This design comes from an exercise in tuning for small area, a short achievable clock period and few clock cycles per item on the open sky130 flow, not from production work.
RTL that was checked went through simulation tests only; none was proved equivalent to the original.
Only the layout flow was run in run 1; the RTL was not checked for function there.

==> flow/design.v, too long to show whole: its modules and the start of the top module <==
// module dds_sine_sample_generator: 1076 lines
module dds_sine_sample_generator (
    input  logic                  clk,
    input  logic                  rst_n,
    input  logic                  in_valid,
    output logic                  in_ready,
    input  logic                  restart,
    output logic                  out_valid,
    input  logic                  out_ready,
    output dds_pkg::code_t        sample,
    input  logic                  cfg_valid,
    output logic                  cfg_ready,
    input  logic [1:0]            cfg_index,
    input  logic [31:0]           cfg_data
);
  // ...
==> flow/flow/run.sh <==
#!/bin/bash
# The standard layout (the standard.sh) with three changes to how it is
# made: port buffers use a plain buffer cell instead of the delay cell the
# resizer picks by default; setup repair aims at a margin below the clock
# period; and repair works on the worst path only (TNS_END_PERCENT).
set -euo pipefail
bash standard.sh \
  "SETUP_SLACK_MARGIN=7.8" \
  "TNS_END_PERCENT=0" \
  "BUFFER_PORTS_ARGS=-buffer_cell sky130_fd_sc_hd__buf_2" \
  finish > standard_flow.log 2>&1
==> flow/standard.sh <==
#!/bin/bash
# synth_recipe.tcl (not shown) runs the flow's synth.tcl, then flattens the netlist and writes it again
# the make line also repeats each setting of config.mk as NAME=value (left out here)
make -C /OpenROAD-flow-scripts/flow DESIGN_CONFIG=/design/flow/config.mk WORK_HOME=/design/flow/orfs CLKGATE_MAP_FILE= SYNTH_SCRIPT=/design/flow/synth_recipe.tcl "${@:-finish}"
==> flow/config.mk <==
export PLATFORM = sky130hd
export DESIGN_NAME = dds_sine_sample_generator
export DESIGN_NICKNAME = dds_sine_sample_generator
export VERILOG_FILES = /design/flow/design.v
export SDC_FILE = /design/flow/constraint.sdc
export NUM_CORES = 4
export LEC_CHECK = 0
export CAP_MARGIN = 20
export CORE_MARGIN = 2
export CORE_UTILIZATION = 40
export SLEW_MARGIN = 20
==> flow/constraint.sdc <==
create_clock -name core_clock -period 11.0 [get_ports {clk}]
set_input_delay 2.2000 -clock core_clock [delete_from_list [all_inputs] [get_ports {clk}]]
set_output_delay 2.2000 -clock core_clock [all_outputs]
set_load 0.01 [all_outputs]
==> metrics.md, run 1 <==
| Metric | Value |
|---|---|
| Status | finished clean |
| Cts hold-fix bufs | 0 |
| Worst hold endpoint | phase_acc_reg[12] |
| M1 GR Usage | a little under a quarter |
| Tmin final | approximately 3700 ps |
| Worst setup endpoint | c3_reg |
| Met1 Routed Length | 16.2 mm |
| Non-clk buf share | 2.60% |
| First-pass GRT wire length | 63.1 mm |
| Compound-Gate Fraction of Synth Area | 13.6% |
| GRT Max-Usage Layer | met2 |
| Ports | 55 |
| Max Cap Viol | 0 |
| Fin util | between 40 and 50% |
| Top-area cell type share of the netlist area | between 20% and 30% |
| Chip height | about 210 um |
| Inserted Diodes | 1 |
| Top FF cell, synth | edfxtp_1 |
| DR top layer | met4 |
| Rel. slew slack | approximately 29% |
| Multi-input logic area | roughly 9900 sq um |
| Seq/total area | 32.7% |
| R2R cell count | 14 |
| Total grt overflow | 0 |
| Antenna-violating nets left | 0 |
| Max Clock Freq | approximately 0.27 GHz |
| Clkbuf count | 43 |
| H-tree levels | 1 |
| Finished layout cell area | 19,000 sq um |
| Count leader, synth | inv_1 |
| Clk root buf | clkbuf_16 |
| GRT Overall Usage | between 10% and 20% |
| Pre-CTS setup slack | about 6700 ps |
| Bufs and invs on worst path | 0 |
| HP Start | phase_acc_reg[12] |
| Die Wd | between 200 and 250 um |
| Post-Synthesis Cells | 1,641 |
==> run 2, diff against run 1 <==
--- a/flow/design.v
+++ b/flow/design.v
@@ -31,22 +31,21 @@
     logic [31:0] phase_step_reg;
     logic [11:0] low_code_reg;
     logic [11:0] high_code_reg;
     logic [31:0] phase_acc_reg;
     logic [31:0] acc_sum;
     logic        in_ready_reg, in_busy_reg, in_fire;
     logic        v1_reg, v2_reg, v3_reg;
     logic        en1, en2, en3;
+    logic [11:0] sine1_reg, lo1_reg;
     logic [5:0]  neg1_reg, one1_reg, two1_reg;
     logic        top1_reg;
-    logic [11:0] lo1_reg, span1_reg;
     logic [23:0] row2a_reg, row2b_reg;
-    logic [11:0] xh3_reg;
-    logic        c3_reg;
+    logic [23:0] x3_reg;
     logic [11:0] head_reg, tail_reg;
     logic        head_v_reg, tail_v_reg;
     logic [11:0] rom_val, sine_next, lo_next, span_next;
     logic [23:0] row_a, row_b;
     logic [23:0] x_sum;
     logic [11:0] res;
     logic        wr, rd;
     logic        v1_next, v2_next, v3_next, head_v_next, tail_v_next;
@@ -454,65 +453,57 @@
             7'd62: rom_q = 11'd2045;
             7'd63: rom_q = 11'd2046;
             7'd64: rom_q = 11'd2047;
             default: rom_q = 11'd0;
         endcase
     end
     assign rom_val = (rom_addr == 8'd128) ? 12'd2048
                    : (rom_addr[7] ? {1'b0, ~rom_q} : {1'b1, rom_q});
-    logic [12:0] rom_ext;
+    assign sine_next = restart ? 12'd2048 : rom_val;
+    logic [12:0] hl_diff, lh_diff;
+    assign hl_diff = {1'b0, high_code_reg} - {1'b0, low_code_reg};
+    assign lh_diff = {1'b0, low_code_reg} - {1'b0, high_code_reg};
+    assign lo_next   = hl_diff[12] ? high_code_reg : low_code_reg;
+    assign span_next = hl_diff[12] ? lh_diff[11:0] : hl_diff[11:0];
+    logic [12:0] span_ext;
     logic [5:0]  neg_next, one_next, two_next;
-    logic        top_next;
-    assign rom_ext = {rom_val, 1'b0};
+    assign span_ext = {span_next, 1'b0};
     always_comb
     begin
         for (int i = 0; i < 6; i++)
         begin
-            one_next[i] = rom_ext[2*i+1] ^ rom_ext[2*i];
-            two_next[i] = (rom_ext[2*i+2] & ~rom_ext[2*i+1] & ~rom_ext[2*i])
-                        | (~rom_ext[2*i+2] & rom_ext[2*i+1] & rom_ext[2*i]);
-            neg_next[i] = rom_ext[2*i+2] & ~(rom_ext[2*i+1] & rom_ext[2*i]);
-        end
-        top_next = rom_val[11];
-        if (restart)
-        begin
-            one_next = 6'b000000;
-            two_next = 6'b100000;
-            neg_next = 6'b100000;
-            top_next = 1'b1;
+            one_next[i] = span_ext[2*i+1] ^ span_ext[2*i];
+            two_next[i] = (span_ext[2*i+2] & ~span_ext[2*i+1] & ~span_ext[2*i])
+                        | (~span_ext[2*i+2] & span_ext[2*i+1] & span_ext[2*i]);
+            neg_next[i] = span_ext[2*i+2] & ~(span_ext[2*i+1] & span_ext[2*i]);
         end
     end
-    logic [12:0] hl_diff, lh_diff;
-    assign hl_diff = {1'b0, high_code_reg} - {1'b0, low_code_reg};
-    assign lh_diff = {1'b0, low_code_reg} - {1'b0, high_code_reg};
-    assign lo_next   = hl_diff[12] ? high_code_reg : low_code_reg;
-    assign span_next = hl_diff[12] ? lh_diff[11:0] : hl_diff[11:0];
     always_ff @(posedge clk)
     begin
         if (en1)
         begin
+            sine1_reg <= sine_next;
+            lo1_reg   <= lo_next;
             neg1_reg  <= neg_next;
             one1_reg  <= one_next;
             two1_reg  <= two_next;
-            top1_reg  <= top_next;
-            lo1_reg   <= lo_next;
-            span1_reg <= span_next;
+            top1_reg  <= span_next[11];
         end
     end
     logic [12:0] bp0, bp1, bp2, bp3, bp4, bp5;
-    logic [12:0] span_x1, span_x2;
-    assign span_x1 = {1'b0, span1_reg};
-    assign span_x2 = {span1_reg, 1'b0};
-    assign bp0 = ((span_x1 & {13{one1_reg[0]}}) | (span_x2 & {13{two1_reg[0]}})) ^ {13{neg1_reg[0]}};
-    assign bp1 = ((span_x1 & {13{one1_reg[1]}}) | (span_x2 & {13{two1_reg[1]}})) ^ {13{neg1_reg[1]}};
-    assign bp2 = ((span_x1 & {13{one1_reg[2]}}) | (span_x2 & {13{two1_reg[2]}})) ^ {13{neg1_reg[2]}};
-    assign bp3 = ((span_x1 & {13{one1_reg[3]}}) | (span_x2 & {13{two1_reg[3]}})) ^ {13{neg1_reg[3]}};
-    assign bp4 = ((span_x1 & {13{one1_reg[4]}}) | (span_x2 & {13{two1_reg[4]}})) ^ {13{neg1_reg[4]}};
-    assign bp5 = ((span_x1 & {13{one1_reg[5]}}) | (span_x2 & {13{two1_reg[5]}})) ^ {13{neg1_reg[5]}};
+    logic [12:0] sine_x1, sine_x2;
+    assign sine_x1 = {1'b0, sine1_reg};
+    assign sine_x2 = {sine1_reg, 1'b0};
+    assign bp0 = ((sine_x1 & {13{one1_reg[0]}}) | (sine_x2 & {13{two1_reg[0]}})) ^ {13{neg1_reg[0]}};
+    assign bp1 = ((sine_x1 & {13{one1_reg[1]}}) | (sine_x2 & {13{two1_reg[1]}})) ^ {13{neg1_reg[1]}};
+    assign bp2 = ((sine_x1 & {13{one1_reg[2]}}) | (sine_x2 & {13{two1_reg[2]}})) ^ {13{neg1_reg[2]}};
+    assign bp3 = ((sine_x1 & {13{one1_reg[3]}}) | (sine_x2 & {13{two1_reg[3]}})) ^ {13{neg1_reg[3]}};
+    assign bp4 = ((sine_x1 & {13{one1_reg[4]}}) | (sine_x2 & {13{two1_reg[4]}})) ^ {13{neg1_reg[4]}};
+    assign bp5 = ((sine_x1 & {13{one1_reg[5]}}) | (sine_x2 & {13{two1_reg[5]}})) ^ {13{neg1_reg[5]}};
     logic t1, t2, t3, t4, t5, t6, t7, t8, t9, t10, t11, t12, t13, t14, t15, t16;
     logic t17, t18, t19, t20, t21, t22, t23, t24, t25, t26, t27, t28, t29, t30, t31, t32;
     logic t33, t34, t35, t36, t37, t38, t39, t40, t41, t42, t43, t44, t45, t46, t47, t48;
     logic t49, t50, t51, t52, t53, t54, t55, t56, t57, t58, t59, t60, t61, t62, t63, t64;
     logic t65, t66, t67, t68, t69, t70, t71, t72, t73, t74, t75, t76, t77, t78, t79, t80;
     logic t81, t82, t83, t84, t85, t86, t87, t88, t89, t90, t91, t92, t93, t94, t95, t96;
     logic t97, t98, t99, t100, t101, t102, t103, t104, t105, t106, t107, t108, t109, t110, t111, t112;
     logic t113, t114, t115, t116, t117, t118, t119, t120, t121, t122, t123, t124, t125, t126, t127, t128;
@@ -547,32 +538,32 @@
     assign t23 = bp0[12]^bp1[10]^bp2[8];
     assign t24 = (bp0[12]&bp1[10])|(bp0[12]&bp2[8])|(bp1[10]&bp2[8]);
     assign t25 = bp3[6]^bp4[4]^bp5[2];
     assign t26 = (bp3[6]&bp4[4])|(bp3[6]&bp5[2])|(bp4[4]&bp5[2]);
     assign t27 = ~neg1_reg[0]^bp1[11]^bp2[9];
     assign t28 = (~neg1_reg[0]&bp1[11])|(~neg1_reg[0]&bp2[9])|(bp1[11]&bp2[9]);
     assign t29 = bp3[7]^bp4[5]^bp5[3];
     assign t30 = (bp3[7]&bp4[5])|(bp3[7]&bp5[3])|(bp4[5]&bp5[3]);
-    assign t31 = (top1_reg&span1_reg[1])^lo1_reg[1];
-    assign t32 = (top1_reg&span1_reg[1])&lo1_reg[1];
+    assign t31 = (top1_reg&sine1_reg[1])^lo1_reg[1];
+    assign t32 = (top1_reg&sine1_reg[1])&lo1_reg[1];
     assign t33 = bp1[12]^bp2[10]^bp3[8];
     assign t34 = (bp1[12]&bp2[10])|(bp1[12]&bp3[8])|(bp2[10]&bp3[8]);
-    assign t35 = bp4[6]^bp5[4]^(top1_reg&span1_reg[2]);
-    assign t36 = (bp4[6]&bp5[4])|(bp4[6]&(top1_reg&span1_reg[2]))|(bp5[4]&(top1_reg&span1_reg[2]));
+    assign t35 = bp4[6]^bp5[4]^(top1_reg&sine1_reg[2]);
+    assign t36 = (bp4[6]&bp5[4])|(bp4[6]&(top1_reg&sine1_reg[2]))|(bp5[4]&(top1_reg&sine1_reg[2]));
     assign t37 = lo1_reg[2]^1'b1;
     assign t38 = lo1_reg[2]&1'b1;
     assign t39 = ~neg1_reg[1]^bp2[11]^bp3[9];
     assign t40 = (~neg1_reg[1]&bp2[11])|(~neg1_reg[1]&bp3[9])|(bp2[11]&bp3[9]);
-    assign t41 = bp4[7]^bp5[5]^(top1_reg&span1_reg[3]);
-    assign t42 = (bp4[7]&bp5[5])|(bp4[7]&(top1_reg&span1_reg[3]))|(bp5[5]&(top1_reg&span1_reg[3]));
+    assign t41 = bp4[7]^bp5[5]^(top1_reg&sine1_reg[3]);
+    assign t42 = (bp4[7]&bp5[5])|(bp4[7]&(top1_reg&sine1_reg[3]))|(bp5[5]&(top1_reg&sine1_reg[3]));
     assign t43 = bp2[12]^bp3[10]^bp4[8];
     assign t44 = (bp2[12]&bp3[10])|(bp2[12]&bp4[8])|(bp3[10]&bp4[8]);
-    assign t45 = bp5[6]^(top1_reg&span1_reg[4]);
-    assign t46 = bp5[6]&(top1_reg&span1_reg[4]);
+    assign t45 = bp5[6]^(top1_reg&sine1_reg[4]);
+    assign t46 = bp5[6]&(top1_reg&sine1_reg[4]);
     assign t47 = ~neg1_reg[2]^bp3[11]^bp4[9];
     assign t48 = (~neg1_reg[2]&bp3[11])|(~neg1_reg[2]&bp4[9])|(bp3[11]&bp4[9]);
     assign t49 = bp3[12]^bp4[10];
     assign t50 = bp3[12]&bp4[10];
     assign t51 = bp0[2]^bp1[0];
     assign t52 = bp0[2]&bp1[0];
     assign t53 = bp0[3]^bp1[1];
     assign t54 = bp0[3]&bp1[1];
@@ -605,18 +596,18 @@
     assign t81 = t15^t17^1'b1;
     assign t82 = (t15&t17)|(t15&1'b1)|(t17&1'b1);
     assign t83 = t14^t16^t18;
     assign t84 = (t14&t16)|(t14&t18)|(t16&t18);
     assign t85 = t19^t21^~lo1_reg[11];
     assign t86 = (t19&t21)|(t19&~lo1_reg[11])|(t21&~lo1_reg[11]);
     assign t87 = t20^t22^t23;
     assign t88 = (t20&t22)|(t20&t23)|(t22&t23);
-    assign t89 = t25^(top1_reg&span1_reg[0])^lo1_reg[0];
-    assign t90 = (t25&(top1_reg&span1_reg[0]))|(t25&lo1_reg[0])|((top1_reg&span1_reg[0])&lo1_reg[0]);
+    assign t89 = t25^(top1_reg&sine1_reg[0])^lo1_reg[0];
+    assign t90 = (t25&(top1_reg&sine1_reg[0]))|(t25&lo1_reg[0])|((top1_reg&sine1_reg[0])&lo1_reg[0]);
     assign t91 = t24^t26^t27;
     assign t92 = (t24&t26)|(t24&t27)|(t26&t27);
     assign t93 = t29^t31^1'b1;
     assign t94 = (t29&t31)|(t29&1'b1)|(t31&1'b1);
     assign t95 = t28^t30^t32;
     assign t96 = (t28&t30)|(t28&t32)|(t30&t32);
     assign t97 = t33^t35^t37;
     assign t98 = (t33&t35)|(t33&t37)|(t35&t37);
@@ -625,34 +616,34 @@
     assign t101 = t39^t41^lo1_reg[3];
     assign t102 = (t39&t41)|(t39&lo1_reg[3])|(t41&lo1_reg[3]);
     assign t103 = t40^t42^t43;
     assign t104 = (t40&t42)|(t40&t43)|(t42&t43);
     assign t105 = t45^lo1_reg[4]^1'b1;
     assign t106 = (t45&lo1_reg[4])|(t45&1'b1)|(lo1_reg[4]&1'b1);
     assign t107 = t44^t46^t47;
     assign t108 = (t44&t46)|(t44&t47)|(t46&t47);
-    assign t109 = bp5[7]^(top1_reg&span1_reg[5])^lo1_reg[5];
-    assign t110 = (bp5[7]&(top1_reg&span1_reg[5]))|(bp5[7]&lo1_reg[5])|((top1_reg&span1_reg[5])&lo1_reg[5]);
+    assign t109 = bp5[7]^(top1_reg&sine1_reg[5])^lo1_reg[5];
+    assign t110 = (bp5[7]&(top1_reg&sine1_reg[5]))|(bp5[7]&lo1_reg[5])|((top1_reg&sine1_reg[5])&lo1_reg[5]);
     assign t111 = t48^t49^bp5[8];
     assign t112 = (t48&t49)|(t48&bp5[8])|(t49&bp5[8]);
-    assign t113 = (top1_reg&span1_reg[6])^lo1_reg[6]^1'b1;
-    assign t114 = ((top1_reg&span1_reg[6])&lo1_reg[6])|((top1_reg&span1_reg[6])&1'b1)|(lo1_reg[6]&1'b1);
+    assign t113 = (top1_reg&sine1_reg[6])^lo1_reg[6]^1'b1;
+    assign t114 = ((top1_reg&sine1_reg[6])&lo1_reg[6])|((top1_reg&sine1_reg[6])&1'b1)|(lo1_reg[6]&1'b1);
     assign t115 = t50^~neg1_reg[3]^bp4[11];
     assign t116 = (t50&~neg1_reg[3])|(t50&bp4[11])|(~neg1_reg[3]&bp4[11]);
-    assign t117 = bp5[9]^(top1_reg&span1_reg[7])^lo1_reg[7];
-    assign t118 = (bp5[9]&(top1_reg&span1_reg[7]))|(bp5[9]&lo1_reg[7])|((top1_reg&span1_reg[7])&lo1_reg[7]);
-    assign t119 = bp4[12]^bp5[10]^(top1_reg&span1_reg[8]);
-    assign t120 = (bp4[12]&bp5[10])|(bp4[12]&(top1_reg&span1_reg[8]))|(bp5[10]&(top1_reg&span1_reg[8]));
+    assign t117 = bp5[9]^(top1_reg&sine1_reg[7])^lo1_reg[7];
+    assign t118 = (bp5[9]&(top1_reg&sine1_reg[7]))|(bp5[9]&lo1_reg[7])|((top1_reg&sine1_reg[7])&lo1_reg[7]);
+    assign t119 = bp4[12]^bp5[10]^(top1_reg&sine1_reg[8]);
+    assign t120 = (bp4[12]&bp5[10])|(bp4[12]&(top1_reg&sine1_reg[8]))|(bp5[10]&(top1_reg&sine1_reg[8]));
     assign t121 = lo1_reg[8]^1'b1;
     assign t122 = lo1_reg[8]&1'b1;
-    assign t123 = ~neg1_reg[4]^bp5[11]^(top1_reg&span1_reg[9]);
-    assign t124 = (~neg1_reg[4]&bp5[11])|(~neg1_reg[4]&(top1_reg&span1_reg[9]))|(bp5[11]&(top1_reg&span1_reg[9]));
-    assign t125 = bp5[12]^(top1_reg&span1_reg[10]);
-    assign t126 = bp5[12]&(top1_reg&span1_reg[10]);
+    assign t123 = ~neg1_reg[4]^bp5[11]^(top1_reg&sine1_reg[9]);
+    assign t124 = (~neg1_reg[4]&bp5[11])|(~neg1_reg[4]&(top1_reg&sine1_reg[9]))|(bp5[11]&(top1_reg&sine1_reg[9]));
+    assign t125 = bp5[12]^(top1_reg&sine1_reg[10]);
+    assign t126 = bp5[12]&(top1_reg&sine1_reg[10]);
     assign t127 = bp0[0]^neg1_reg[0];
     assign t128 = bp0[0]&neg1_reg[0];
     assign t129 = bp0[1]^~lo1_reg[1];
     assign t130 = bp0[1]&~lo1_reg[1];
     assign t131 = t51^neg1_reg[1]^~lo1_reg[2];
     assign t132 = (t51&neg1_reg[1])|(t51&~lo1_reg[2])|(neg1_reg[1]&~lo1_reg[2]);
     assign t133 = t52^t53^~lo1_reg[3];
     assign t134 = (t52&t53)|(t52&~lo1_reg[3])|(t53&~lo1_reg[3]);
@@ -689,18 +680,18 @@
     assign t165 = t112^t114^t115;
     assign t166 = (t112&t114)|(t112&t115)|(t114&t115);
     assign t167 = t116^t118^t119;
     assign t168 = (t116&t118)|(t116&t119)|(t118&t119);
     assign t169 = t120^t122^t123;
     assign t170 = (t120&t122)|(t120&t123)|(t122&t123);
     assign t171 = t124^t125^lo1_reg[10];
     assign t172 = (t124&t125)|(t124&lo1_reg[10])|(t125&lo1_reg[10]);
-    assign t173 = t126^~neg1_reg[5]^(top1_reg&span1_reg[11]);
-    assign t174 = (t126&~neg1_reg[5])|(t126&(top1_reg&span1_reg[11]))|(~neg1_reg[5]&(top1_reg&span1_reg[11]));
+    assign t173 = t126^~neg1_reg[5]^(top1_reg&sine1_reg[11]);
+    assign t174 = (t126&~neg1_reg[5])|(t126&(top1_reg&sine1_reg[11]))|(~neg1_reg[5]&(top1_reg&sine1_reg[11]));
     assign t175 = t127^~lo1_reg[0];
     assign t176 = t127&~lo1_reg[0];
     assign t177 = t128^t129^1'b1;
     assign t178 = (t128&t129)|(t128&1'b1)|(t129&1'b1);
     assign t179 = t130^t131^1'b1;
     assign t180 = (t130&t131)|(t130&1'b1)|(t131&1'b1);
     assign t181 = t132^t133^1'b1;
     assign t182 = (t132&t133)|(t132&1'b1)|(t133&1'b1);
@@ -981,47 +972,53 @@
     assign x_sum[16] = xs_p0_16^xs_G3_15;
     assign x_sum[17] = xs_p0_17^xs_G4_16;
     assign x_sum[18] = xs_p0_18^xs_G4_17;
     assign x_sum[19] = xs_p0_19^xs_G4_18;
     assign x_sum[20] = xs_p0_20^xs_G4_19;
     assign x_sum[21] = xs_p0_21^xs_G4_20;
     assign x_sum[22] = xs_p0_22^xs_G4_21;
     assign x_sum[23] = xs_p0_23^xs_G4_22;
+    always_ff @(posedge clk)
+    begin
+        if (en3)
+            x3_reg <= x_sum;
+    end
     logic        quo_c;
+    logic [11:0] x_hi_dec;
     logic [11:0] cc_unused;
     logic cc_g0_0, cc_p0_0, cc_g0_1, cc_p0_1, cc_g0_2, cc_p0_2, cc_g0_3, cc_p0_3, cc_g0_4, cc_p0_4, cc_g0_5, cc_p0_5, cc_g0_6, cc_p0_6, cc_g0_7, cc_p0_7;
     logic cc_g0_8, cc_p0_8, cc_g0_9, cc_p0_9, cc_g0_10, cc_p0_10, cc_g0_11, cc_p0_11, cc_gc, cc_G0_1, cc_P0_1, cc_G0_3, cc_P0_3, cc_G0_5, cc_P0_5, cc_G0_7;
     logic cc_P0_7, cc_G0_9, cc_P0_9, cc_G0_11, cc_P0_11, cc_G1_2, cc_P1_2, cc_G1_3, cc_P1_3, cc_G1_6, cc_P1_6, cc_G1_7, cc_P1_7, cc_G1_10, cc_P1_10, cc_G1_11;
     logic cc_P1_11, cc_G2_4, cc_P2_4, cc_G2_5, cc_P2_5, cc_G2_6, cc_P2_6, cc_G2_7, cc_P2_7, cc_G3_8, cc_P3_8, cc_G3_9, cc_P3_9, cc_G3_10, cc_P3_10, cc_G3_11;
     logic cc_P3_11;
-    assign cc_g0_0 = x_sum[0]&x_sum[12];
-    assign cc_p0_0 = x_sum[0]^x_sum[12];
-    assign cc_g0_1 = x_sum[1]&x_sum[13];
-    assign cc_p0_1 = x_sum[1]^x_sum[13];
-    assign cc_g0_2 = x_sum[2]&x_sum[14];
-    assign cc_p0_2 = x_sum[2]^x_sum[14];
-    assign cc_g0_3 = x_sum[3]&x_sum[15];
-    assign cc_p0_3 = x_sum[3]^x_sum[15];
-    assign cc_g0_4 = x_sum[4]&x_sum[16];
-    assign cc_p0_4 = x_sum[4]^x_sum[16];
-    assign cc_g0_5 = x_sum[5]&x_sum[17];
-    assign cc_p0_5 = x_sum[5]^x_sum[17];
-    assign cc_g0_6 = x_sum[6]&x_sum[18];
-    assign cc_p0_6 = x_sum[6]^x_sum[18];
-    assign cc_g0_7 = x_sum[7]&x_sum[19];
-    assign cc_p0_7 = x_sum[7]^x_sum[19];
-    assign cc_g0_8 = x_sum[8]&x_sum[20];
-    assign cc_p0_8 = x_sum[8]^x_sum[20];
-    assign cc_g0_9 = x_sum[9]&x_sum[21];
-    assign cc_p0_9 = x_sum[9]^x_sum[21];
-    assign cc_g0_10 = x_sum[10]&x_sum[22];
-    assign cc_p0_10 = x_sum[10]^x_sum[22];
-    assign cc_g0_11 = x_sum[11]&x_sum[23];
-    assign cc_p0_11 = x_sum[11]^x_sum[23];
+    assign cc_g0_0 = x3_reg[0]&x3_reg[12];
+    assign cc_p0_0 = x3_reg[0]^x3_reg[12];
+    assign cc_g0_1 = x3_reg[1]&x3_reg[13];
+    assign cc_p0_1 = x3_reg[1]^x3_reg[13];
+    assign cc_g0_2 = x3_reg[2]&x3_reg[14];
+    assign cc_p0_2 = x3_reg[2]^x3_reg[14];
+    assign cc_g0_3 = x3_reg[3]&x3_reg[15];
+    assign cc_p0_3 = x3_reg[3]^x3_reg[15];
+    assign cc_g0_4 = x3_reg[4]&x3_reg[16];
+    assign cc_p0_4 = x3_reg[4]^x3_reg[16];
+    assign cc_g0_5 = x3_reg[5]&x3_reg[17];
+    assign cc_p0_5 = x3_reg[5]^x3_reg[17];
+    assign cc_g0_6 = x3_reg[6]&x3_reg[18];
+    assign cc_p0_6 = x3_reg[6]^x3_reg[18];
+    assign cc_g0_7 = x3_reg[7]&x3_reg[19];
+    assign cc_p0_7 = x3_reg[7]^x3_reg[19];
+    assign cc_g0_8 = x3_reg[8]&x3_reg[20];
+    assign cc_p0_8 = x3_reg[8]^x3_reg[20];
+    assign cc_g0_9 = x3_reg[9]&x3_reg[21];
+    assign cc_p0_9 = x3_reg[9]^x3_reg[21];
+    assign cc_g0_10 = x3_reg[10]&x3_reg[22];
+    assign cc_p0_10 = x3_reg[10]^x3_reg[22];
+    assign cc_g0_11 = x3_reg[11]&x3_reg[23];
+    assign cc_p0_11 = x3_reg[11]^x3_reg[23];
     assign cc_gc = cc_g0_0|(cc_p0_0&1'b1);
     assign cc_G0_1 = cc_g0_1|(cc_p0_1&cc_gc);
     assign cc_P0_1 = cc_p0_1&cc_p0_0;
     assign cc_G0_3 = cc_g0_3|(cc_p0_3&cc_g0_2);
     assign cc_P0_3 = cc_p0_3&cc_p0_2;
     assign cc_G0_5 = cc_g0_5|(cc_p0_5&cc_g0_4);
     assign cc_P0_5 = cc_p0_5&cc_p0_4;
     assign cc_G0_7 = cc_g0_7|(cc_p0_7&cc_g0_6);
@@ -1066,25 +1063,18 @@
     assign cc_unused[5] = cc_p0_5^cc_G2_4;
     assign cc_unused[6] = cc_p0_6^cc_G2_5;
     assign cc_unused[7] = cc_p0_7^cc_G2_6;
     assign cc_unused[8] = cc_p0_8^cc_G2_7;
     assign cc_unused[9] = cc_p0_9^cc_G3_8;
     assign cc_unused[10] = cc_p0_10^cc_G3_9;
     assign cc_unused[11] = cc_p0_11^cc_G3_10;
     assign quo_c = cc_G3_11;
-    always_ff @(posedge clk)
-    begin
-        if (en3)
-        begin
-            xh3_reg <= x_sum[23:12];
-            c3_reg  <= quo_c;
-        end
-    end
-    assign res = c3_reg ? xh3_reg : xh3_reg - 12'd1;
+    assign x_hi_dec = x3_reg[23:12] - 12'd1;
+    assign res = quo_c ? x3_reg[23:12] : x_hi_dec;
     always_ff @(posedge clk)
     begin
         if (wr)
             tail_reg <= res;
         if (~head_v_reg | out_ready)
             head_reg <= tail_v_reg ? tail_reg : res;
     end
     assign out_valid = head_v_reg;
==> flow/flow/run.sh (replaced) <==
#!/bin/bash
set -euo pipefail
bash standard.sh \
  "SETUP_SLACK_MARGIN=7.4" \
  "BUFFER_PORTS_ARGS=-buffer_cell sky130_fd_sc_hd__buf_2" \
  finish > standard_flow.log 2>&1
==> metrics.md, run 2 <==
| Metric | Value |
|---|---|
| Vias per cell | 5.32 (was 5.34) |
| Arrival time worst endpoint | 3770 ps (was 4040 ps) |
| Clock Sink Count | 233 (was 222) |
| Startpoint types | register (unchanged) |
| Count leader, synth | inv_1 (unchanged) |
| Fraction of registers with async set/reset | 40.8% (was 42.8%) |
| Most frequent cells in the layout | 183 x inv_1, 138 x edfxtp_1, 129 x ha_1 (was 179 x inv_1, 127 x edfxtp_1, 125 x ha_1) |
| Yosys warns | 1 (unchanged) |
| Hold Slack | 484 ps (was 486 ps) |
| Drt total wl | 38.6 mm (was 37.2 mm) |
| Maximum clock insertion buffer count | 3 (unchanged) |
| I/O Buffers | 53 (unchanged) |
| Finished layout cell area | 19,200 sq um (was 19,000 sq um) |
| Compound-Gate Fraction of Synth Area | 13.7% (was 13.6%) |
| WL/cell | 17.2 um (was 16.7 um) |
| Hold Crit Class | register to register (unchanged) |
| CORE AREA | 42,100 sq um (was 41,900 sq um) |
| Commonest non-fill, non-tap cell in the layout | inv_1 (unchanged) |
| EDFF count, synth | 138 (was 127) |
| Pins over their slew limit | 0 (unchanged) |
| Setup-failing EPs final | 0 (unchanged) |
| Syn avg cell area | 10.5 sq um (was 10.3 sq um) |
| Post-Synthesis Cells | 1,632 (was 1,641) |
| Top-area cell type share of the netlist area | 24.2% (was 22.5%) |
| Cell count after placement | 2,157 (was 2,160) |
| HPWL after detailed placement | 28.0 mm (was 27.6 mm) |
| R2R cell count | 7 (was 14) |
| Nets | 1,949 (was 1,928) |
| Die ar. | 44,600 sq um (was 44,000 sq um) |
| Fin util | 45.5% (was 45.4%) |
| Routed via count | 12.0k (was 11.9k) |
| H-tree levels | 1 (unchanged) |
| Min-Delay Path Depth | 2 (unchanged) |
| First-pass DRT Iterations | 7 (was 5) |
| Final Hold Vio Count | 0 (unchanged) |
| Max Cap Viol | 0 (unchanged) |
| Clock Skew | 27.9 ps (was 33.8 ps) |
| Synth Area in Adders | 19.9% (was 20.0%) |
| Top FF cell, synth | edfxtp_1 (unchanged) |
| Initial antenna violation count | 0 (was 1) |
| First-pass GRT wire length | 62.8 mm (was 63.1 mm) |
| Critical Path Sink Type | register (unchanged) |
| Pre-CTS setup slack | 6990 ps (was 6730 ps) |
| Total grt overflow | 0 (unchanged) |
| Crit Path Class | register to register (unchanged) |
| Synth top area cells | edfxtp_1 24%, dfrtp_1 12%, fa_1 10% (was edfxtp_1 22%, dfrtp_1 12%, fa_1 11%) |
| CTS tree | done (unchanged) |
| Post-Synth Simple-Gate Area | 8.41% (was 9.79%) |
| Layout cell share with drive strength beyond 1 | 15.0% (was 16.0%) |
| Yosys reg bits | 233 (was 222) |
| Area after DPL | 17,900 sq um (was 17,700 sq um) |
| RSZ-0062 raised after global routing | no (was yes) |
| Routability congestion estimate | 0.875 (was 0.857) |
| Placement Rows | 75 (unchanged) |
| Seq/Total Area, Yosys | 38.1% (was 36.6%) |
| Ports | 55 (unchanged) |
| Rel. slew slack | 33.0% (was 28.7%) |
| Clk root buf | clkbuf_16 (unchanged) |
| Die Wd | 211 um (was 210 um) |
| Max Clock Freq | 0.286 GHz (was 0.267 GHz) |
| Cts bufs inserted | 27 (was 26) |
| Largest net degree at the start of global routing | 56 (was 64) |
| Worst setup margin | 7510 ps (was 7250 ps) |
| Post-Syn Nets | 1,890 (was 1,899) |
| Worst Path Max Fanout | 9 (was 3) |
| Initial drt markers | 899 (was 708) |
| Largest family of logic cells by synthesized area | adder cells (unchanged) |
| Synth cell count leaders | 183 x inv_1, 138 x edfxtp_1, 129 x ha_1 (was 180 x inv_1, 129 x ha_1, 127 x edfxtp_1) |
| DR DRC count | 0 (unchanged) |
| Antenna-violating nets left | 0 (unchanged) |
| Inserted Diodes | 0 (was 1) |
| Vias in the first global route | 12.1k (was 12.4k) |
| Setup TNS Final | 0 ps (unchanged) |
| Synth cell types | 82 (was 80) |
| GRT Overall Usage | 17.4% (was 17.6%) |
| Synth Area in XOR/XNOR | 7.86% (was 8.15%) |
| Mux cell area share after synthesis | 6.15% (was 5.68%) |
| CP Data Required Time | 11,270 ps (was 11,290 ps) |
| Final Non-Filler Cells | 2,250 (was 2,230) |
| Layout area overhead | 11.8% (was 12.1%) |
| Worst-path clk slew | 60 ps (about the same) |
| Tmin final | 3490 ps (was 3750 ps) |
| Cell taking the most area after synthesis | edfxtp_1 (unchanged) |
| Worst-Margin Slew | 1000 ps (was 1070 ps) |
| Chip height | 211 um (was 210 um) |
| Worst skew pair latency | 550 ps (was 560 ps) |
| Period utilization | 31.8% (was 34.1%) |
| Status | finished clean (unchanged) |
| Synthesized area | 17,200 sq um (was 17,000 sq um) |
| Initial Utilization | 40.7% (was 40.5%) |
-- run 2: cell count changes in the layout (fill, tap and decap cells not counted), moves of 7 or more --
cell / previous run / this run
a21o_1: 29 / 21
nand2b_1: 10 / 17
xor2_1: 42 / 30
xnor2_1: 108 / 120
nand2_1: 119 / 108
mux2i_1: 17 / 24
buf_4: 31 / 49
o21ai_0: 63 / 81
edfxtp_1: 127 / 138
clkbuf_1: 3 / 10
and2_1: 19 / 5
-- run 2: layout make-up --
class / count / area, sq um
sequential: 233 / 6540
fill: 3832 / 22900
multi-input combinational: 1136 / 9680
clock buffer: 42 / 782
timing repair buffer: 107 / 748
inverter: 186 / 698
clock inverter: 7 / 68.8
tap: 539 / 674
-- run 2: cells by family (layout without fill, tap and decap cells) --
family | count (synthesis) | count (layout)
AOI/OAI and AO/OA | 356 | 358
xor gates and xnor gates | 154 | 154
adders and majority gates | 219 | 219
buffers and inverters | 265 | 342
DFF | 233 | 233
muxes | 95 | 95
other | 1 | 1
and+or+nand+nor | 309 | 309
-- run 2: critical path, stage by stage, from the launching register on --
cell	delay, ps
edfxtp_1	710
inv_2	250
xnor2_1	270
fa_1	480
fa_1	470
fa_1	540
inv_1	60
fa_1	450
-- run 2: final timing paths --
| path | slack [ps] | to | from |
|---|---|---|---|
| setup / recovery | 7510 | row2b_reg[12] | neg1_reg[3] |
| max in group asynchronous | 8210 | phase_acc_reg[24] | rst_n |
| min in group asynchronous | 1650 | phase_step_reg[15] | rst_n |
| hold reg to reg | 480 | phase_acc_reg[9] | phase_acc_reg[9] |
| hold / removal | 480 | phase_acc_reg[9] | phase_acc_reg[9] |
| setup reg to reg | 7510 | row2b_reg[12] | neg1_reg[3] |
-- run 2: layer usage --
metal / vias up / track usage (%) / wire (um)
met5: - / 0 / 0
met4: 0 / 4.59 / 860
met3: 58 / 2.57 / 1840
met2: 300 / 28.3 / 17900
met1: 5803 / 24.3 / 18000
li1: 5799 / - / -
-- run 2: repair_timing --
action,CTS,global route
resized for setup,2,3
pin swaps,1,3
endpoints found under the hold margin,0,0
hold buffers,0,0
gates cloned,2,0
endpoints found under the setup margin,27,23
setup buffers,15,27
Testbench counts of run 2, summed over its fixed seeds: cycles 16,016, items 16,000.
==> run 3, diff against run 2 <==
==> flow/flow/run.sh (replaced) <==
#!/bin/bash
# The standard layout (the standard.sh) with changes to how it is made:
#  - after the standard synthesis, flow/fa_polarity.py removes inverter
#    pairs around full-adder cells (a full adder is self-dual, so an adder
#    whose inputs all arrive inverted can take the plain inputs and give
#    inverted outputs); the netlist's function and registers are unchanged;
#  - port buffers use a plain buffer cell instead of the delay cell the
#    resizer picks by default;
set -euo pipefail
run_std() {
  bash standard.sh \
  "SETUP_SLACK_MARGIN=7.4" \
  "BUFFER_PORTS_ARGS=-buffer_cell sky130_fd_sc_hd__buf_2" \
  "$@"
}
run_std synth > standard_synth.log 2>&1
R=orfs/results/${FLOW_PLATFORM}/dds_sine_sample_generator/base
python3 flow/fa_polarity.py $R/1_2_yosys.v $R/1_2_yosys_pol.v > fa_polarity.log 2>&1
cp $R/1_2_yosys.v $R/1_2_yosys_orig.v
mv $R/1_2_yosys_pol.v $R/1_2_yosys.v
rm -f $R/1_synth.odb $R/1_synth.sdc
run_std finish > standard_flow.log 2>&1
==> flow/flow/fa_polarity.py (new file) <==
#!/usr/bin/env python3
"""Push inverters through full-adder cells.

A full adder is self-dual: FA(~a, ~b, ~c) = (~sum, ~cout). Yosys's adder
extraction often leaves a full adder whose three inputs all come through
inverters and whose outputs feed inverters. This rewrites such an adder to
take the un-inverted nets, takes over the nets of inverters that re-invert
its outputs, adds an inverter only where an output still needs the old
polarity, and drops inverters left without loads. The netlist's function is
unchanged. Usage: fa_polarity.py IN.v OUT.v
"""
import re, sys, collections

src = open(sys.argv[1]).read()
mod_start = src.index('module ')
body_end = src.rindex('endmodule')

inst_re = re.compile(r'^(\s*)(sky130_fd_sc_hd__\w+)\s+(\S+)\s*\((.*?)\);\s*$', re.S | re.M)
pin_re = re.compile(r'\.(\w+)\(\s*(.*?)\s*\)\s*(?:,|$)', re.S)

cells = collections.OrderedDict()
order = []
for m in inst_re.finditer(src):
    typ, name, pins = m.group(2), m.group(3), m.group(4)
    pm = collections.OrderedDict()
    for p in pin_re.finditer(pins):
        pm[p.group(1)] = p.group(2).strip()
    cells[name] = {'type': typ, 'pins': pm, 'span': m.span(), 'indent': m.group(1)}
    order.append(name)

OUTS = {'X', 'Y', 'Q', 'Q_N', 'SUM', 'COUT', 'HI', 'LO'}
def is_inv(t): return re.match(r'sky130_fd_sc_hd__(inv|clkinv)_\d+$', t)
def is_fa(t): return re.match(r'sky130_fd_sc_hd__fa_\d+$', t)

port_nets = set()
for m in re.finditer(r'^\s*(input|output)\s+(\[\d+:\d+\]\s+)?(\S+);', src, re.M):
    rng, n = m.group(2), m.group(3)
    if rng:
        hi, lo = map(int, re.findall(r'\d+', rng))
        for i in range(min(hi, lo), max(hi, lo) + 1): port_nets.add(f'{n}[{i}]')
    port_nets.add(n)
assign_text = ' '.join(re.findall(r'^\s*assign\s+(.*?);', src, re.M))

def rebuild_maps():
    drv = {}; loads = collections.defaultdict(list)
    for n, c in cells.items():
        for p, net in c['pins'].items():
            if p in OUTS: drv[net] = (n, p)
            else: loads[net].append((n, p))
    return drv, loads

def pinned(net):
    return net in port_nets or net in assign_text

new_wires = []
cnt = [0]
def fresh():
    cnt[0] += 1
    n = f'_fapol{cnt[0]}_'
    new_wires.append(n)
    return n
new_cells = collections.OrderedDict()
icnt = [0]
def fresh_inst():
    icnt[0] += 1
    return f'_fapol_inv{icnt[0]}_'

changed = True
flips = 0
while changed:
    changed = False
    drv, loads = rebuild_maps()
    for name in list(cells):
        c = cells.get(name)
        if c is None or not is_fa(c['type']): continue
        ins = [c['pins'].get(p) for p in ('A', 'B', 'CIN')]
        srcs = [drv.get(n) for n in ins]
        inv_mask = [bool(s and is_inv(cells[s[0]]['type'])) for s in srcs]
        if sum(inv_mask) < 2: continue
        # gain estimate: input inverters that become dead, output inverters absorbed,
        # outputs that need a new inverter
        gain = -sum(1 for m in inv_mask if not m)
        inv_in = [s[0] for s, m in zip(srcs, inv_mask) if m]
        for iv in set(inv_in):
            y = cells[iv]['pins']['Y']
            if all(l[0] == name for l in loads[y]) and not pinned(y): gain += 1
        for op in ('SUM', 'COUT'):
            net = c['pins'].get(op)
            if net is None: continue
            ls = loads[net]
            invl = [l for l in ls if is_inv(cells[l[0]]['type']) and not pinned(cells[l[0]]['pins']['Y'])]
            other = len(ls) - len(invl) + (1 if pinned(net) else 0)
            gain += len(invl)
            if other: gain -= 1
        if gain <= 0: continue
        # apply
        for p, s_, m in zip(('A', 'B', 'CIN'), srcs, inv_mask):
            if m:
                c['pins'][p] = cells[s_[0]]['pins']['A']
            else:
                old = c['pins'][p]
                nn = fresh()
                iname = fresh_inst()
                cells[iname] = {'type': 'sky130_fd_sc_hd__inv_1',
                                'pins': collections.OrderedDict([('A', old), ('Y', nn)]),
                                'span': None, 'indent': '  '}
                c['pins'][p] = nn
        for op in ('SUM', 'COUT'):
            net = c['pins'].get(op)
            if net is None: continue
            ls = loads[net]
            nn = fresh()
            c['pins'][op] = nn           # nn carries ~old value
            keep_old = pinned(net)
            for (ln, lp) in ls:
                lc = cells[ln]
                if is_inv(lc['type']) and not pinned(lc['pins']['Y']):
                    y = lc['pins']['Y']
                    # every load of y now reads nn
                    for (mn, mp) in loads[y]:
                        if mn in cells: cells[mn]['pins'][mp] = nn
                    del cells[ln]
                else:
                    keep_old = True
            if keep_old:
                iname = fresh_inst()
                cells[iname] = {'type': 'sky130_fd_sc_hd__inv_1',
                                'pins': collections.OrderedDict([('A', nn), ('Y', net)]),
                                'span': None, 'indent': '  '}
        # drop input inverters left without loads
        drv, loads = rebuild_maps()
        for iv in set(inv_in):
            if iv in cells:
                y = cells[iv]['pins']['Y']
                if not loads[y] and not pinned(y): del cells[iv]
        flips += 1
        changed = True
        drv, loads = rebuild_maps()

# write out: replace original instance text, drop deleted, append new ones
def fmt(name, c):
    pins = ',\n'.join(f"    .{p}({n}{' ' if n.startswith(chr(92)) else ''})" for p, n in c['pins'].items())
    return f"  {c['type']} {name} (\n{pins}\n  );"
out = []
pos = 0
spans = []
for name in order:
    pass
parts = []
last = 0
orig = {}
for m in inst_re.finditer(src):
    orig[m.group(3)] = m.span()
items = sorted(orig.items(), key=lambda kv: kv[1][0])
for name, (a, b) in items:
    parts.append(src[last:a])
    if name in cells: parts.append(fmt(name, cells[name]))
    last = b
tail = src[last:]
text = ''.join(parts)
extra = ''.join(f"  wire {w};\n" for w in new_wires)
extra += '\n'.join(fmt(n, c) for n, c in cells.items() if c['span'] is None) + '\n'
i = tail.rindex('endmodule')
text += tail[:i] + extra + tail[i:]
# wires go anywhere in module scope in Verilog-2001
open(sys.argv[2], 'w').write(text)
ninv0 = sum(1 for m in inst_re.finditer(src) if is_inv(m.group(2)))
ninv1 = sum(1 for c in cells.values() if is_inv(c['type']))
print(f"fa_polarity: {flips} adders flipped, inverters {ninv0} -> {ninv1}")
==> metrics.md, run 3 <==
| Metric | Value |
|---|---|
| Status | finished clean (unchanged) |
| Routability congestion estimate | 0.852 (was 0.875) |
| Largest net degree at the start of global routing | 62 (was 56) |
| Initial Utilization | 40.6% (was 40.7%) |
| Setup-failing EPs final | 0 (unchanged) |
| CP Data Required Time | 11,260 ps (was 11,270 ps) |
| Clock Skew | 31.9 ps (was 27.9 ps) |
| Maximum clock insertion buffer count | 3 (unchanged) |
| Initial antenna violation count | 0 (unchanged) |
| Worst-path clk slew | 60 ps (about the same) |
| Commonest non-fill, non-tap cell in the layout | inv_1 (unchanged) |
| Yosys warns | 1 (unchanged) |
| Syn avg cell area | 10.7 sq um (was 10.5 sq um) |
| Fin util | 45.4% (was 45.5%) |
| Post-Synthesis Cells | 1,593 (was 1,632) |
| Worst Path Max Fanout | 13 (was 9) |
| Chip height | 210 um (was 211 um) |
| HPWL after detailed placement | 27.5 mm (was 28.0 mm) |
| Vias in the first global route | 11.7k (was 12.1k) |
| Reg2reg end | row2b_reg[12] (unchanged) |
| Critical Path Sink Type | register (unchanged) |
| R2R cell count | 7 (unchanged) |
| Bufs and invs on worst path | 1 (was 2) |
| First-pass GRT wire length | 61.0 mm (was 62.8 mm) |
| CORE AREA | 41,900 sq um (was 42,100 sq um) |
| RSZ-0062 raised after global routing | yes (was no) |
| Nets | 1,905 (was 1,949) |
| Max Cap Viol | 0 (unchanged) |
| Rel. slew slack | 33.1% (was 33.0%) |
| Critical path's slowest cell | edfxtp_1 (unchanged) |
| CP dominant cell by count | fa_1 (unchanged) |
| Antenna-violating nets left | 0 (unchanged) |
| Clock Sink Count | 233 (unchanged) |
| Startpoint types | register (unchanged) |
| Drt total wl | 37.1 mm (was 38.6 mm) |
| Die ar. | 44,200 sq um (was 44,600 sq um) |
| FF-to-FF Start | sine1_reg[1] (was neg1_reg[3]) |
| Inserted Diodes | 0 (unchanged) |
| Layout area overhead | 12.0% (was 11.8%) |
| Max Clock Freq | 0.284 GHz (was 0.286 GHz) |
| Largest delay contributor family on the critical path | adder cells (unchanged) |
| Clk root buf | clkbuf_16 (unchanged) |
| Crit Path Class | register to register (unchanged) |
| Tmin final | 3520 ps (was 3490 ps) |
| Worst-Margin Slew | 1000 ps (about the same) |
| CTS tree | done (unchanged) |
| Ports | 55 (unchanged) |
| Initial drt markers | 833 (was 899) |
| Slowest cell delay on critical path | 730 ps (was 710 ps) |
| Pins over their slew limit | 0 (unchanged) |
| Post-Syn Nets | 1,851 (was 1,890) |
| R2R Setup Slk | 7480 ps (was 7510 ps) |
| Hold Crit Class | register to register (unchanged) |
| Worst skew pair latency | 560 ps (was 550 ps) |
| I/O Buffers | 53 (unchanged) |
| Period utilization | 32.0% (was 31.8%) |
| Worst path cell trace | a22oi_1 -> xor2_1 -> fa_1 -> fa_1 -> fa_1 -> inv_1 -> fa_1 (was inv_2 -> xnor2_1 -> fa_1 -> fa_1 -> fa_1 -> inv_1 -> fa_1) |
| Total grt overflow | 0 (unchanged) |
| Cts hold-fix bufs | 0 (unchanged) |
| Layout cell share with drive strength beyond 1 | 15.4% (was 15.0%) |
| H-tree levels | 1 (unchanged) |
| Routed via count | 11.7k (was 12.0k) |
| Placement Rows | 75 (unchanged) |
| Most frequent cells in the layout | 143 x inv_1, 138 x edfxtp_1, 129 x ha_1 (was 183 x inv_1, 138 x edfxtp_1, 129 x ha_1) |
| WL/cell | 16.8 um (was 17.2 um) |
| GRT Overall Usage | 17.0% (was 17.4%) |
| Synthesized area | 17,000 sq um (was 17,200 sq um) |
| Cts bufs inserted | 27 (unchanged) |
| Vias per cell | 5.30 (was 5.32) |
| Setup TNS Final | 0 ps (unchanged) |
| Final Hold Vio Count | 0 (unchanged) |
| Crit path launch | sine1_reg[1] (was neg1_reg[3]) |
| Arrival time worst endpoint | 3780 ps (was 3770 ps) |
| Worst setup endpoint | row2b_reg[12] (unchanged) |
| Die Wd | 210 um (was 211 um) |
| # fillers | 3,853 (was 3,832) |
| Total stage count of the critical path | 7 (unchanged) |
| DR DRC count | 0 (unchanged) |
| First-pass DRT Iterations | 5 (was 7) |
-- run 3: cell count changes in the layout (fill, tap and decap cells not counted), sizes merged --
cell	previous run	this run
clkbuf	42	41
buf	107	104
o21ai	90	88
inv	187	148
clkinvlp	0	1
-- run 3: routing by layer --
metal	up-vias	wire length [um]	global-route usage [%]
met2	234	17500	28.5
met3	49	1300	2.06
met1	5710	17600	23.7
li1	5698	-	-
met5	-	0	0
met4	0	702	3.62
-- run 3: tightest hold or removal path, stage by stage (launching register included) --
cell and delay [ps]:
dfrtp_1 330, nand2_1 50, nand2_1 70
-- run 3: how the worst min path moves through the flow --
stage	startpoint	end	slack [ps]	cells past startpoint
global placement	phase_acc_reg[13]	phase_acc_reg[13]	470	2
global route	phase_acc_reg[10]	phase_acc_reg[10]	510	2
floorplan	v1_reg	v1_reg	450	2
CTS	phase_acc_reg[11]	phase_acc_reg[11]	490	2
finish	v1_reg	v1_reg	480	2
detailed placement	phase_acc_reg[11]	phase_acc_reg[11]	480	2
-- run 3: repair_timing --
action                                  4_1_cts  5_1_grt
setup buffers                                10       28
pin swaps                                     0        2
endpoints found under the setup margin       14       28
hold endpoints to repair                      0        0
cloned                                        0        0
gates resized for setup                       4       11
-- run 3: stage by stage --
step	setup slack (ps)	cells	hold slack (ps)	area, sq um
after global routing	7380	2206	509	19000
after floorplan	7490	1593	450	17000
after CTS	7400	2178	492	18700
after detailed placement	6950	2119	478	17800
final	7480	2206	484	19000
after global placement	7120	2119	467	17800
-- run 3: cell type report --
cell class	count	area [sq um]	area share, %
Sequential cell	233	6540	34.3
Clock buffer	41	779	4.09
Clock inverter	8	71.3	0.374
Multi-Input combinational cell	1134	9680	50.8
Inverter	147	552	2.90
Timing Repair Buffer	104	751	3.94
Tap cell	539	674	3.54
==> run 4, diff against run 3 <==
--- a/flow/flow/run.sh
+++ b/flow/flow/run.sh
@@ -11,3 +11,3 @@
   bash standard.sh \
-  "SETUP_SLACK_MARGIN=7.4" \
+  "SETUP_SLACK_MARGIN=7.6" \
   "BUFFER_PORTS_ARGS=-buffer_cell sky130_fd_sc_hd__buf_2" \
==> metrics.md, run 4 <==
| Metric | Value |
|---|---|
| CTS tree | done (unchanged) |
| Worst hold endpoint | phase_acc_reg[11] (was v1_reg) |
| Worst skew pair latency | 550 ps (was 560 ps) |
| Post-Syn Nets | 1,851 (unchanged) |
| Crit Path Class | register to register (unchanged) |
| Inserted Diodes | 0 (unchanged) |
| Initial Utilization | 40.6% (unchanged) |
| Pins over their slew limit | 0 (unchanged) |
| Crit path launch | sine1_reg[11] (was sine1_reg[1]) |
| RSZ-0062 raised after global routing | yes (unchanged) |
| Most frequent cells in the layout | 143 x inv_1, 138 x edfxtp_1, 129 x ha_1 (unchanged) |
| Register area | 6540 sq um (unchanged) |
| R2R cell count | 8 (was 7) |
| HP Start | phase_acc_reg[11] (was v1_reg) |
| Worst-path clk slew | 60 ps (about the same) |
| Cts bufs inserted | 27 (unchanged) |
| Hold Crit Class | register to register (unchanged) |
| Routability congestion estimate | 0.856 (was 0.852) |
| Routed via count | 11.9k (was 11.7k) |
| Period utilization | 30.8% (was 32.0%) |
| Arrival time worst endpoint | 3680 ps (was 3780 ps) |
| Worst Path Max Fanout | 6 (was 13) |
| R2R Setup Slk | 7610 ps (was 7480 ps) |
| WL/cell | 17.0 um (was 16.8 um) |
| Worst-Margin Slew | 995 ps (was 1000 ps) |
| Tmin final | 3390 ps (was 3520 ps) |
| Vias in the first global route | 12.0k (was 11.7k) |
| Die ar. | 44,200 sq um (unchanged) |
| Yosys warns | 1 (unchanged) |
| Final Hold Vio Count | 0 (unchanged) |
| Synthesized area | 17,000 sq um (unchanged) |
| DR DRC count | 0 (unchanged) |
| Nets | 1,943 (was 1,905) |
| Initial antenna violation count | 0 (unchanged) |
| First-pass DRT Iterations | 5 (unchanged) |
| Chip height | 210 um (unchanged) |
| Reg2reg end | row2b_reg[13] (was row2b_reg[12]) |
| Initial drt markers | 883 (was 833) |
| Die Wd | 210 um (unchanged) |
| Multi-input logic area | 9780 sq um (was 9680 sq um) |
| CORE AREA | 41,900 sq um (unchanged) |
| Max Cap Viol | 0 (unchanged) |
| Syn avg cell area | 10.7 sq um (unchanged) |
| Layout area overhead | 14.2% (was 12.0%) |
| Startpoint types | register (unchanged) |
| Vias per cell | 5.32 (was 5.30) |
| Total grt overflow | 0 (unchanged) |
| HPWL after detailed placement | 27.2 mm (was 27.5 mm) |
| Clock Sink Count | 233 (unchanged) |
| Status | finished clean (unchanged) |
| Largest net degree at the start of global routing | 77 (was 62) |
| Max Clock Freq | 0.295 GHz (was 0.284 GHz) |
| Post-Synthesis Cells | 1,593 (unchanged) |
| Ports | 55 (unchanged) |
| GRT Overall Usage | 17.4% (was 17.0%) |
| Antenna-violating nets left | 0 (unchanged) |
| Drt total wl | 38.2 mm (was 37.1 mm) |
| Setup-failing EPs final | 0 (unchanged) |
| I/O Buffers | 53 (unchanged) |
| Worst setup margin | 7610 ps (was 7480 ps) |
| Min-Delay Path Depth | 2 (unchanged) |
| FF-to-FF Start | sine1_reg[11] (was sine1_reg[1]) |
| Maximum clock insertion buffer count | 3 (unchanged) |
| Clk root buf | clkbuf_16 (unchanged) |
| # fillers | 3,867 (was 3,853) |
| Layout cell share with drive strength beyond 1 | 18.3% (was 15.4%) |
| Rel. slew slack | 33.3% (was 33.1%) |
| First-pass GRT wire length | 62.3 mm (was 61.0 mm) |
| Placement Rows | 75 (unchanged) |
| H-tree levels | 1 (unchanged) |
| Clock Skew | 15.1 ps (was 31.9 ps) |
| Setup TNS Final | 0 ps (unchanged) |
| Critical Path Sink Type | register (unchanged) |
| CP Data Required Time | 11,290 ps (was 11,260 ps) |
| Commonest non-fill, non-tap cell in the layout | inv_1 (unchanged) |
| Pre-CTS setup slack | 7010 ps (was 6950 ps) |
[run 4: timing repair]
item,4_1_cts,5_1_grt
endpoints found under the setup margin,41,37
hold buffers,0,0
buffers inserted,49,27
cloned,2,0
pin swaps,2,28
resized for setup,3,27
[run 4: metrics by stage]
step | utilization [%] | hold WS [ps] | instance area, sq um | instances
floorplan | - | 450 | 17000 | 1593
CTS | 45.5 | 492 | 19100 | 2218
global route | 46.3 | 524 | 19400 | 2245
finish | 46.3 | 487 | 19400 | 2245
global placement | 42.3 | 469 | 17800 | 2117
detailed placement | 42.3 | 478 | 17800 | 2117
[run 4: layout make-up]
class / instances / share of cell area, %
Tap cell: 539 / 3.47
Multi-Input combinational cell: 1136 / 50.3
Clock buffer: 31 / 3.55
Inverter: 147 / 2.85
Timing Repair Buffer: 140 / 5.10
Sequential cell: 233 / 33.6
Clock inverter: 19 / 1.04
[run 4: worst max-delay path by stage]
| stage | to | slack (ps) | cells past startpoint |
|---|---|---|---|
| 2_1_floorplan | phase_step_reg[10] | 7550 | 3 |
| 4_1_cts | row2b_reg[14] | 7600 | 7 |
| 5_1_grt | row2b_reg[13] | 7550 | 8 |
| 3_5_place_dp | one1_reg[3] | 7010 | 13 |
| 3_3_place_gp | one1_reg[3] | 7050 | 13 |
| 6_report | row2b_reg[13] | 7610 | 8 |
[run 4: per-layer routing]
metal | part of all wire [%] | track usage, % | up-vias | routed length [um]
met5 | 0 | 0 | - | 0
met4 | 2.4 | 4.94 | 0 | 926
met3 | 4.2 | 2.56 | 64 | 1620
met2 | 47 | 28.9 | 296 | 18100
met1 | 46 | 23.7 | 5800 | 17600
li1 | - | - | 5781 | -
[run 4: critical path, cell delays in order (launching register included)]
cell	delay, ps
edfxtp_1	540
a22oi_1	350
xnor2_1	140
fa_1	490
inv_1	60
fa_1	550
fa_1	440
fa_1	530
inv_1	50
==> run 5, diff against run 4 <==
--- a/flow/flow/run.sh
+++ b/flow/flow/run.sh
@@ -12,2 +12,3 @@
   "SETUP_SLACK_MARGIN=7.6" \
+  "CORE_UTILIZATION=55" \
   "BUFFER_PORTS_ARGS=-buffer_cell sky130_fd_sc_hd__buf_2" \
==> metrics.md, run 5 <==
| Metric | Value |
|---|---|
| Die Wd | 180 um (was 210 um) |
| Maximum clock insertion buffer count | 3 (unchanged) |
| Vias per cell | 5.74 (was 5.32) |
| Clock Sink Count | 233 (unchanged) |
| Yosys warns | 1 (unchanged) |
| Met2 WL | 18.2 mm (was 18.1 mm) |
| R2R cell count | 7 (was 8) |
| Hold Slack | 488 ps (was 487 ps) |
| Max Cap Viol | 0 (unchanged) |
| Post-Syn Nets | 1,851 (unchanged) |
| Hold Crit Class | register to register (unchanged) |
| Chip height | 180 um (was 210 um) |
| CTS tree | done (unchanged) |
| Arrival time worst endpoint | 3650 ps (was 3680 ps) |
| Most frequent cells in the layout | 141 x inv_1, 138 x edfxtp_1, 128 x ha_1 (was 143 x inv_1, 138 x edfxtp_1, 129 x ha_1) |
| Die ar. | 32,300 sq um (was 44,200 sq um) |
| First-pass DRT Iterations | 8 (was 5) |
| Finished layout cell area | 19,200 sq um (was 19,400 sq um) |
| Crit Path Class | register to register (unchanged) |
| Pins over their slew limit | 0 (unchanged) |
| Cts hold-fix bufs | 0 (unchanged) |
| Vias in the first global route | 11.9k (was 12.0k) |
| Initial drt markers | 1,061 (was 883) |
| Max Clock Freq | 0.295 GHz (about the same) |
| Met3 wire length | 1.98 mm (was 1.62 mm) |
| Fin util | 63.1% (was 46.3%) |
| Status | finished clean (unchanged) |
| Synthesized area | 17,000 sq um (unchanged) |
| Clock Skew | 14.2 ps (was 15.1 ps) |
| Setup-failing EPs final | 0 (unchanged) |
| Layout cell share with drive strength beyond 1 | 18.7% (was 18.3%) |
| Worst setup margin | 7610 ps (about the same) |
| DR DRC count | 0 (unchanged) |
| R2R Setup Slk | 7610 ps (about the same) |
| FF-to-FF Start | one1_reg[2] (was sine1_reg[11]) |
| Antenna-violating nets left | 0 (unchanged) |
| DR top layer | met5 (was met4) |
| H-tree levels | 1 (unchanged) |
| Commonest non-fill, non-tap cell in the layout | inv_1 (unchanged) |
| Nets | 1,941 (was 1,943) |
| Pre-CTS setup slack | 7070 ps (was 7010 ps) |
| Routed via count | 12.0k (was 11.9k) |
| I/O Buffers | 53 (unchanged) |
| Cell count after placement | 1,975 (was 2,117) |
| CORE AREA | 30,500 sq um (was 41,900 sq um) |
| Final Non-Filler Cells | 2,099 (was 2,245) |
| Drt total wl | 38.4 mm (was 38.2 mm) |
| Met1 Routed Length | 17.3 mm (was 17.6 mm) |
| HPWL after detailed placement | 27.6 mm (was 27.2 mm) |
| # fillers | 2,499 (was 3,867) |
| Rel. slew slack | 28.3% (was 33.3%) |
| Layout area overhead | 13.1% (was 14.2%) |
| Ports | 55 (unchanged) |
| Cts bufs inserted | 26 (was 27) |
| Worst Path Max Fanout | 7 (was 6) |
| Final Hold Vio Count | 0 (unchanged) |
| Routability congestion estimate | 0.906 (was 0.856) |
| Syn avg cell area | 10.7 sq um (unchanged) |
| Initial antenna violation count | 1 (was 0) |
| Startpoint types | register (unchanged) |
| Total grt overflow | 0 (unchanged) |
| Post-Synthesis Cells | 1,593 (unchanged) |
| Period utilization | 30.8% (about the same) |
| Largest net degree at the start of global routing | 56 (was 77) |
| Reg2reg end | row2b_reg[16] (was row2b_reg[13]) |
| Tmin final | 3390 ps (about the same) |
| Critical Path Sink Type | register (unchanged) |
| Worst skew pair latency | 530 ps (was 550 ps) |
| Area after DPL | 17,600 sq um (was 17,800 sq um) |
| CP Data Required Time | 11,260 ps (was 11,290 ps) |
| Inserted Diodes | 0 (unchanged) |
| WL/cell | 18.3 um (was 17.0 um) |
| Clk root buf | clkbuf_16 (unchanged) |
| Worst-Margin Slew | 1070 ps (was 995 ps) |
| Min-Delay Path Depth | 2 (unchanged) |
| HP Start | phase_acc_reg[17] (was phase_acc_reg[11]) |
| Setup TNS Final | 0 ps (unchanged) |
| Initial Utilization | 55.8% (was 40.6%) |
| Worst-path clk slew | 60 ps (about the same) |
| RSZ-0062 raised after global routing | yes (unchanged) |
| Worst hold endpoint | phase_acc_reg[17] (was phase_acc_reg[11]) |
| GRT Overall Usage | 23.7% (was 17.4%) |
| First-pass GRT wire length | 62.7 mm (was 62.3 mm) |
| Placement Rows | 64 (was 75) |
## run 5: metal layers
layer | global-route usage [%] | vias up
met4 | 5.89 | 2
met1 | 33.2 | 5833
met5 | 0 | -
met3 | 2.76 | 73
met2 | 39.6 | 362
li1 | - | 5779
## run 5: critical path, cell delays in order, from the launching register on
cell and delay (ps):
edfxtp_1 530, buf_2 220, a22oi_1 240, xnor2_1 210, fa_1 510, fa_1 440, fa_1 540, fa_1 430
## run 5: layout make-up
type                            instances  area [sq um]  area share, %
Timing Repair Buffer                  140          1040           5.39
Multi-Input combinational cell       1135          9780           50.8
Clock buffer                           35           746           3.87
Clock inverter                         13          95.1          0.494
Tap cell                              396           495           2.57
Sequential cell                       233          6540           34.0
Inverter                              147           554           2.88
## run 5: repair_timing
| action | 4_1_cts | 5_1_grt |
|---|---|---|
| endpoints found under the hold margin | 0 | 0 |
| gates cloned | 1 | 1 |
| setup endpoints to repair | 33 | 34 |
| pin swaps | 3 | 25 |
| buffers inserted | 47 | 27 |
| resized for setup | 4 | 38 |
## run 5: worst max path at each step
stage | endpoint | slack, ps | start | cells past startpoint
floorplan | phase_step_reg[10] | 7550 | cfg_index[0] | 3
global placement | one1_reg[3] | 7110 | high_code_reg[0] | 14
detailed placement | one1_reg[3] | 7070 | high_code_reg[0] | 14
CTS | one1_reg[3] | 7550 | high_code_reg[0] | 14
global route | one1_reg[3] | 7520 | high_code_reg[0] | 14
finish | row2b_reg[16] | 7610 | one1_reg[2] | 7

static timing again, ports no longer ideal:
No port has a modelled driver above. Below, the same layouts with a new extraction and two added sets of constraints.
Step 1, drivers: a clkbuf_16 drives clk and a buf_2 each remaining input, both assumed.
Step 2 times the ports against the registers' clock, not the clock port: input delays grow and output delays shrink by t, the midpoint of the rising clock arrivals with the driver on.
a / b / c = ideal / step 1 / step 2; a / b = the first two.
run	t, ns	slack for setup (ns)	latest minus earliest clock arrival (ns)	slew at the worst register clock pin (ns)
run 1	0.601	7.253 / 7.253 / 6.883	0.034 / 0.035	0.06 / 0.06
run 2	0.597	7.507 / 7.507 / 7.308	0.028 / 0.029	0.06 / 0.06
run 3	0.594	7.481 / 7.481 / 7.344	0.032 / 0.032	0.06 / 0.06
run 4	0.595	7.608 / 7.608 / 7.283	0.018 / 0.018	0.06 / 0.06
run 5	0.573	7.609 / 7.609 / 7.334	0.014 / 0.015	0.06 / 0.06
After both steps setup and hold are still met in every run listed. The setup slack of run 1, which loses most, moves by 0.000 ns with the drivers and by -0.370 ns with both steps.
